From an optimization exercise on the open Yosys and OpenROAD flow, aimed at small area, a short achievable clock period and few clock cycles per item; shortcuts taken in it are not production practice.
At most, simulation tests tie the RTL to the original design; equivalence was not proved.

==> inputs of run a <==
==> flow/design.v <==
`timescale 1ns / 1ps
`default_nettype none
package plid_pkg;
  localparam int CAPACITY = 16;
  localparam int DATA_W   = 32;
  localparam int POS_W    = 5;
  localparam int OCNT_W   = 5;
  localparam int SLOT_W   = $clog2(CAPACITY);
  localparam int CNT_W    = $clog2(CAPACITY + 1);
  localparam logic [1:0] CMD_APPEND = 2'd0;
  localparam logic [1:0] CMD_INSERT = 2'd1;
  localparam logic [1:0] CMD_DELETE = 2'd2;
  localparam logic [1:0] CMD_DUMP   = 2'd3;
  localparam logic [1:0] STAT_OK    = 2'd0;
  localparam logic [1:0] STAT_FULL  = 2'd1;
  localparam logic [1:0] STAT_RANGE = 2'd2;
  typedef struct packed {
    logic [1:0]               cmd;
    logic signed [DATA_W-1:0] elem_value;
    logic [POS_W-1:0]         position;
  } plid_in_t;
  typedef struct packed {
    logic [1:0]               status;
    logic signed [DATA_W-1:0] elem_out;
    logic [OCNT_W-1:0]        count_now;
    logic                     last;
  } plid_out_t;
endpackage
`default_nettype wire
`timescale 1ns / 1ps
`default_nettype none
module plid_cell (
  input  wire logic                               clk,
  input  wire logic                               we,
  input  wire logic signed [plid_pkg::DATA_W-1:0] wdata,
  output logic signed [plid_pkg::DATA_W-1:0]      q
);
  logic signed [plid_pkg::DATA_W-1:0] val_r;
  always_ff @(posedge clk) begin
    if (we) val_r <= wdata;
  end
  assign q = val_r;
endmodule
`default_nettype wire
`timescale 1ns / 1ps
`default_nettype none
module positional_list_insert_delete_unit (
  input  wire logic               clk,
  input  wire logic               rst_n,
  input  wire logic               in_valid,
  output logic                    in_ready,
  input  wire logic [38:0]        in_data,
  output logic                    out_valid,
  input  wire logic               out_ready,
  output logic [39:0]             out_data
);
  localparam int N  = plid_pkg::CAPACITY;
  localparam int SW = plid_pkg::SLOT_W;
  localparam int CW = plid_pkg::CNT_W;
  plid_pkg::plid_in_t in_pkt;
  assign in_pkt = in_data;
  logic [CW-1:0]                      cnt_r, cnt_nxt;
  logic [SW-1:0]                      ptr_r [N];
  logic signed [plid_pkg::DATA_W-1:0] mem_q [N];
  logic                               dmp_r;      
  logic [SW-1:0]                      didx_r;     
  logic [SW-1:0]                      rs_r;       
  logic                               out_valid_r;
  plid_pkg::plid_out_t                out_r, out_nxt;
  logic                slot_free, acc, full, emit;
  logic                is_app, is_ins, is_del, is_dmp;
  logic [CW-1:0]       eff_pos;
  logic                ins_ok, del_ok;
  logic [1:0]          stat;
  logic [SW-1:0]       rd_slot;
  logic [SW-1:0]       del_slot;
  always_comb begin
    slot_free = !out_valid_r || out_ready;
    in_ready  = slot_free && !dmp_r;
    acc       = in_valid && in_ready;
    full      = cnt_r[CW-1];
    is_app    = in_pkt.cmd == plid_pkg::CMD_APPEND;
    is_ins    = in_pkt.cmd == plid_pkg::CMD_INSERT;
    is_del    = in_pkt.cmd == plid_pkg::CMD_DELETE;
    is_dmp    = in_pkt.cmd == plid_pkg::CMD_DUMP;
    eff_pos   = is_app ? cnt_r : in_pkt.position;
    ins_ok    = acc && (is_app || is_ins) && !full && (eff_pos <= cnt_r);
    del_ok    = acc && is_del && (in_pkt.position < cnt_r);
    emit      = dmp_r && slot_free;
    del_slot  = ptr_r[in_pkt.position[SW-1:0]];
  end
  always_comb begin
    cnt_nxt = cnt_r;
    if (ins_ok) cnt_nxt = cnt_r + 1'b1;
    if (del_ok) cnt_nxt = cnt_r - 1'b1;
    stat = plid_pkg::STAT_OK;
    if (is_app || is_ins) begin
      if (full) stat = plid_pkg::STAT_FULL;
      else if (eff_pos > cnt_r) stat = plid_pkg::STAT_RANGE;
    end else if (is_del) begin
      if (in_pkt.position >= cnt_r) stat = plid_pkg::STAT_RANGE;
    end else begin
      if (cnt_r == '0) stat = plid_pkg::STAT_RANGE;
    end
    rd_slot = dmp_r ? rs_r : ptr_r[0];
    out_nxt = out_r;
    if (emit) begin
      out_nxt.status    = plid_pkg::STAT_OK;
      out_nxt.elem_out  = mem_q[rd_slot];
      out_nxt.count_now = plid_pkg::OCNT_W'(cnt_r);
      out_nxt.last      = (CW'(didx_r) + 1'b1 == cnt_r);
    end else if (acc) begin
      out_nxt.status    = stat;
      out_nxt.elem_out  = (is_dmp && cnt_r != '0) ? mem_q[rd_slot] : '0;
      out_nxt.count_now = plid_pkg::OCNT_W'(cnt_nxt);
      out_nxt.last      = !is_dmp || (cnt_r == CW'(1)) || (cnt_r == '0);
    end
  end
  always_ff @(posedge clk) begin
    if (emit || acc) out_r <= out_nxt;
  end
  always_ff @(posedge clk) begin
    if (!rst_n) begin
      cnt_r       <= '0;
      dmp_r       <= 1'b0;
      out_valid_r <= 1'b0;
    end else begin
      cnt_r <= cnt_nxt;
      if (emit || acc) out_valid_r <= 1'b1;
      else if (out_ready) out_valid_r <= 1'b0;
      if (emit) begin
        if (CW'(didx_r) + 1'b1 == cnt_r) dmp_r <= 1'b0;
      end else if (acc && is_dmp && cnt_r > CW'(1)) begin
        dmp_r <= 1'b1;
      end
    end
  end
  always_ff @(posedge clk) begin
    if (emit) begin
      didx_r <= didx_r + 1'b1;
      rs_r   <= ptr_r[didx_r + 1'b1];
    end else if (acc) begin
      didx_r <= SW'(1);
      rs_r   <= ptr_r[1];
    end
  end
  always_ff @(posedge clk) begin
    for (int i = 0; i < N; i++) begin
      if (!rst_n) begin
        ptr_r[i] <= SW'(i);
      end else if (ins_ok) begin
        if (CW'(i) > eff_pos) ptr_r[i] <= ptr_r[(i + N - 1) % N];
        else if (CW'(i) == eff_pos) ptr_r[i] <= ptr_r[N-1];
      end else if (del_ok) begin
        if (CW'(i) >= in_pkt.position) ptr_r[i] <= (i == N - 1) ? del_slot : ptr_r[(i + 1) % N];
      end
    end
  end
  for (genvar g = 0; g < N; g++) begin : g_slot
    plid_cell u_cell (
      .clk   (clk),
      .we    (!full && ptr_r[N-1] == SW'(g)),
      .wdata (in_pkt.elem_value),
      .q     (mem_q[g])
    );
  end
  assign out_valid = out_valid_r;
  assign out_data  = out_r;
endmodule
`default_nettype wire
==> flow/run.sh <==
#!/bin/bash
# synth_recipe.tcl (not shown) runs the flow's synth.tcl, then flattens the netlist and writes it again
# the make line also repeats each setting of config.mk as NAME=value (left out here)
make -C /OpenROAD-flow-scripts/flow DESIGN_CONFIG=/design/flow/config.mk WORK_HOME=/design/flow/orfs CLKGATE_MAP_FILE= SYNTH_SCRIPT=/design/flow/synth_recipe.tcl finish
==> flow/config.mk <==
export PLATFORM = sky130hd
export DESIGN_NAME = positional_list_insert_delete_unit
export DESIGN_NICKNAME = positional_list_insert_delete_unit
export VERILOG_FILES = /design/flow/design.v
export SDC_FILE = /design/flow/constraint.sdc
export NUM_CORES = 4
export LEC_CHECK = 0
export CAP_MARGIN = 20
export CORE_MARGIN = 2
export CORE_UTILIZATION = 40
export SETUP_SLACK_MARGIN = 1.6
export SLEW_MARGIN = 20
==> flow/constraint.sdc <==
create_clock -name core_clock -period 4.2 [get_ports {clk}]
set_input_delay 0.8400 -clock core_clock [delete_from_list [all_inputs] [get_ports {clk}]]
set_output_delay 0.8400 -clock core_clock [all_outputs]
set_load 0.01 [all_outputs]
==> inputs of run b, as changes to run a <==
Settings changed: ABC_AREA set to 1, SETUP_SLACK_MARGIN 1.6 to unset.
==> inputs of run c, as changes to run a <==
Settings changed: SETUP_SLACK_MARGIN 1.6 to unset.
==> inputs of run d, as changes to run a <==
==> flow/design.v (replaced) <==
`timescale 1ns / 1ps
`default_nettype none
package plid_pkg;
  localparam int CAPACITY = 16;
  localparam int DATA_W   = 32;
  localparam int POS_W    = 5;
  localparam int OCNT_W   = 5;
  localparam int SLOT_W   = $clog2(CAPACITY);
  localparam int CNT_W    = $clog2(CAPACITY + 1);
  localparam logic [1:0] CMD_APPEND = 2'd0;
  localparam logic [1:0] CMD_INSERT = 2'd1;
  localparam logic [1:0] CMD_DELETE = 2'd2;
  localparam logic [1:0] CMD_DUMP   = 2'd3;
  localparam logic [1:0] STAT_OK    = 2'd0;
  localparam logic [1:0] STAT_FULL  = 2'd1;
  localparam logic [1:0] STAT_RANGE = 2'd2;
  typedef struct packed {
    logic [1:0]               cmd;
    logic signed [DATA_W-1:0] elem_value;
    logic [POS_W-1:0]         position;
  } plid_in_t;
  typedef struct packed {
    logic [1:0]               status;
    logic signed [DATA_W-1:0] elem_out;
    logic [OCNT_W-1:0]        count_now;
    logic                     last;
  } plid_out_t;
endpackage
`default_nettype wire
`timescale 1ns / 1ps
`default_nettype none
module plid_cell (
  input  wire logic                               clk,
  input  wire logic                               we,
  input  wire logic signed [plid_pkg::DATA_W-1:0] wdata,
  output logic signed [plid_pkg::DATA_W-1:0]      q
);
  logic signed [plid_pkg::DATA_W-1:0] val_r;
  always_ff @(posedge clk) begin
    if (we) val_r <= wdata;
  end
  assign q = val_r;
endmodule
`default_nettype wire
`timescale 1ns / 1ps
`default_nettype none
module positional_list_insert_delete_unit (
  input  wire logic               clk,
  input  wire logic               rst_n,
  input  wire logic               in_valid,
  output logic                    in_ready,
  input  wire logic [38:0]        in_data,
  output logic                    out_valid,
  input  wire logic               out_ready,
  output logic [39:0]             out_data
);
  localparam int N  = plid_pkg::CAPACITY;
  localparam int SW = plid_pkg::SLOT_W;
  localparam int CW = plid_pkg::CNT_W;
  localparam int OW = plid_pkg::OCNT_W;
  plid_pkg::plid_in_t in_pkt;
  assign in_pkt = in_data;
  logic [CW-1:0]                      cnt_r, cnt_nxt;
  logic [SW-1:0]                      ptr_r [N];
  logic signed [plid_pkg::DATA_W-1:0] mem_q [N];
  logic                               rdy_r;      
  logic                               dmp_r;      
  logic [SW-1:0]                      didx_r;     
  logic [SW-1:0]                      rs_r;       
  logic                               sk_v_r;     
  logic [1:0]                         sk_st_r;
  logic [OW-1:0]                      sk_cnt_r;
  logic                               out_valid_r;
  plid_pkg::plid_out_t                out_r;
  logic                slot_free, acc, full, empty;
  logic                is_app, is_ins, is_del, is_dmp, dmp_elems;
  logic                ins_ok, del_ok, pos_le_cnt, pos_lt_cnt;
  logic [N-1:0]        ins_gt, ins_eq, del_ge;
  logic [1:0]          stat;
  logic [CW-1:0]       eff_pos;
  logic [SW-1:0]       rd_slot, del_slot;
  logic                emit, take_cmd, load_sk, last_emit;
  logic                dmp_nxt, sk_v_nxt;
  always_comb begin
    slot_free  = !out_valid_r || out_ready;
    acc        = in_valid && rdy_r;
    full       = cnt_r[CW-1];
    empty      = cnt_r == '0;
    is_app     = in_pkt.cmd == plid_pkg::CMD_APPEND;
    is_ins     = in_pkt.cmd == plid_pkg::CMD_INSERT;
    is_del     = in_pkt.cmd == plid_pkg::CMD_DELETE;
    is_dmp     = in_pkt.cmd == plid_pkg::CMD_DUMP;
    pos_le_cnt = in_pkt.position <= cnt_r;
    pos_lt_cnt = in_pkt.position < cnt_r;
    ins_ok     = acc && !full && (is_app || (is_ins && pos_le_cnt));
    del_ok     = acc && is_del && pos_lt_cnt;
    eff_pos    = is_app ? cnt_r : in_pkt.position;
    for (int i = 0; i < N; i++) begin
      ins_gt[i] = CW'(i) > eff_pos;
      ins_eq[i] = CW'(i) == eff_pos;
      del_ge[i] = plid_pkg::POS_W'(i) >= in_pkt.position;
    end
    del_slot   = ptr_r[in_pkt.position[SW-1:0]];
    stat = plid_pkg::STAT_OK;
    if (is_app || is_ins) begin
      if (full) stat = plid_pkg::STAT_FULL;
      else if (!is_app && !pos_le_cnt) stat = plid_pkg::STAT_RANGE;
    end else if (is_del) begin
      if (!pos_lt_cnt) stat = plid_pkg::STAT_RANGE;
    end else begin
      if (empty) stat = plid_pkg::STAT_RANGE;
    end
    cnt_nxt = cnt_r;
    if (ins_ok) cnt_nxt = cnt_r + 1'b1;
    if (del_ok) cnt_nxt = cnt_r - 1'b1;
    dmp_elems = is_dmp && !empty;
    rd_slot   = dmp_r ? rs_r : ptr_r[0];
    last_emit = CW'(didx_r) + 1'b1 == cnt_r;
    emit      = slot_free && dmp_r;
    take_cmd  = slot_free && acc;
    load_sk   = !slot_free && acc && !dmp_elems;
    sk_v_nxt  = (sk_v_r && !slot_free) || load_sk;
    dmp_nxt   = (dmp_r && !(emit && last_emit)) ||
                (acc && dmp_elems && (!slot_free || cnt_r != CW'(1)));
  end
  always_ff @(posedge clk) begin
    if (!rst_n) begin
      cnt_r       <= '0;
      dmp_r       <= 1'b0;
      sk_v_r      <= 1'b0;
      rdy_r       <= 1'b1;
      out_valid_r <= 1'b0;
    end else begin
      cnt_r       <= cnt_nxt;
      dmp_r       <= dmp_nxt;
      sk_v_r      <= sk_v_nxt;
      rdy_r       <= !dmp_nxt && !sk_v_nxt;
      out_valid_r <= !slot_free || sk_v_r || dmp_r || acc;
    end
  end
  always_ff @(posedge clk) begin
    if (load_sk) begin
      sk_st_r  <= stat;
      sk_cnt_r <= OW'(cnt_nxt);
    end
  end
  always_ff @(posedge clk) begin
    if (slot_free) begin
      if (sk_v_r) begin
        out_r.status    <= sk_st_r;
        out_r.elem_out  <= '0;
        out_r.count_now <= sk_cnt_r;
        out_r.last      <= 1'b1;
      end else if (dmp_r) begin
        out_r.status    <= plid_pkg::STAT_OK;
        out_r.elem_out  <= mem_q[rd_slot];
        out_r.count_now <= OW'(cnt_r);
        out_r.last      <= last_emit;
      end else if (acc) begin
        out_r.status    <= stat;
        out_r.elem_out  <= dmp_elems ? mem_q[rd_slot] : '0;
        out_r.count_now <= OW'(cnt_nxt);
        out_r.last      <= !dmp_elems || cnt_r == CW'(1);
      end
    end
  end
  always_ff @(posedge clk) begin
    if (emit) begin
      didx_r <= didx_r + 1'b1;
      rs_r   <= ptr_r[didx_r + 1'b1];
    end else if (acc) begin
      didx_r <= slot_free ? SW'(1) : SW'(0);
      rs_r   <= slot_free ? ptr_r[1] : ptr_r[0];
    end
  end
  always_ff @(posedge clk) begin
    for (int i = 0; i < N; i++) begin
      if (!rst_n) begin
        ptr_r[i] <= SW'(i);
      end else if (ins_ok) begin
        if (ins_gt[i]) ptr_r[i] <= ptr_r[(i + N - 1) % N];
        else if (ins_eq[i]) ptr_r[i] <= ptr_r[N-1];
      end else if (del_ok) begin
        if (del_ge[i]) ptr_r[i] <= (i == N - 1) ? del_slot : ptr_r[(i + 1) % N];
      end
    end
  end
  for (genvar g = 0; g < N; g++) begin : g_slot
    plid_cell u_cell (
      .clk   (clk),
      .we    (!full && ptr_r[N-1] == SW'(g)),
      .wdata (in_pkt.elem_value),
      .q     (mem_q[g])
    );
  end
  assign in_ready  = rdy_r;
  assign out_valid = out_valid_r;
  assign out_data  = out_r;
endmodule
`default_nettype wire
Settings changed: SETUP_SLACK_MARGIN 1.6 to 2.2.
==> results.sh <==
export IMPL_clock_skew_ns=0.0349
export IMPL_startpoint="dmp_r"
export IMPL_die_w_um=264
export IMPL_die_area_sq_mm=0.0695
export IMPL_synthSimpleGateAreaFrac=0.0837
export IMPL_outcome="no timing/DRC/antenna violations"
export IMPL_fmax_mhz=370
Source of the figures above: run a

==> results.sh <==
export IMPL_outcome="no timing/DRC/antenna violations"
export IMPL_dr_wl_met2_mm=40.7
export IMPL_fmax_mhz=290
export IMPL_die_area_sq_mm=0.0695
export IMPL_largest_reg_flops=512
export IMPL_synthSimpleGateAreaFrac=0.0837
export IMPL_synth_yosys_seq_area_share=0.677
Source of the figures above: run c

==> results.sh <==
export IMPL_clock_skew_ns=0.0210
export IMPL_synthSimpleGateAreaFrac=0.0785
export IMPL_die_w_um=265
export IMPL_outcome="no timing/DRC/antenna violations"
Source of the figures above: run d

==> results.sh <==
export IMPL_yosysTopAreaCell="edfxtp_1"
export IMPL_clock_skew_ns=0.0217
export IMPL_startpoint="in_data[38]"
export IMPL_outcome="no timing/DRC/antenna violations"
export IMPL_die_w_um=270
export IMPL_endpoint="ptr_r[10][1]"
export IMPL_synthSimpleGateAreaFrac=0.264
export IMPL_fmax_mhz=296
Source of the figures above: run b

Testbench counts of run a, summed over its fixed seeds: cycles 5,036, items 3,200.
Testbench counts of run b, summed over its fixed seeds: cycles 5,036, items 3,200.
Testbench counts of run c, summed over its fixed seeds: cycles 5,036, items 3,200.
Function not checked in run d: the RTL went through the layout flow alone.

## separate check: timing with driven ports
Ports are ideal in the flow. The routed layouts listed here were re-timed in OpenROAD. Step 1 sets driving cells, clkbuf_16 on the clock port and buf_2 on the other inputs (assumed; they add their load-dependent delay and slew). Step 2 also shifts input and output timing later by t, the mid clock arrival at the registers, as if the neighbouring blocks saw the same clock. Slacks: no drivers / after step 1 / after step 2; pairs: no drivers / after step 1.
run	t (ns)	setup WS [ns]	worst setup path after step 2	latest minus earliest clock arrival (ns)	worst data-port slew with drivers (ns)
run a	0.673	1.499 / 1.499 / 0.966	input to register	0.037 / 0.037	0.11
run b	0.678	0.824 / 0.868 / 0.189	input to register	0.024 / 0.023	0.14
run c	0.674	0.757 / 0.799 / 0.124	input to register	0.045 / 0.045	0.09
run d	0.665	1.623 / 1.633 / 1.005	input to register	0.023 / 0.023	0.15
After both steps setup and hold are still met in every run listed. For run b, which loses most, drivers alone change the setup slack by +0.044 ns; drivers and shift together by -0.635 ns.
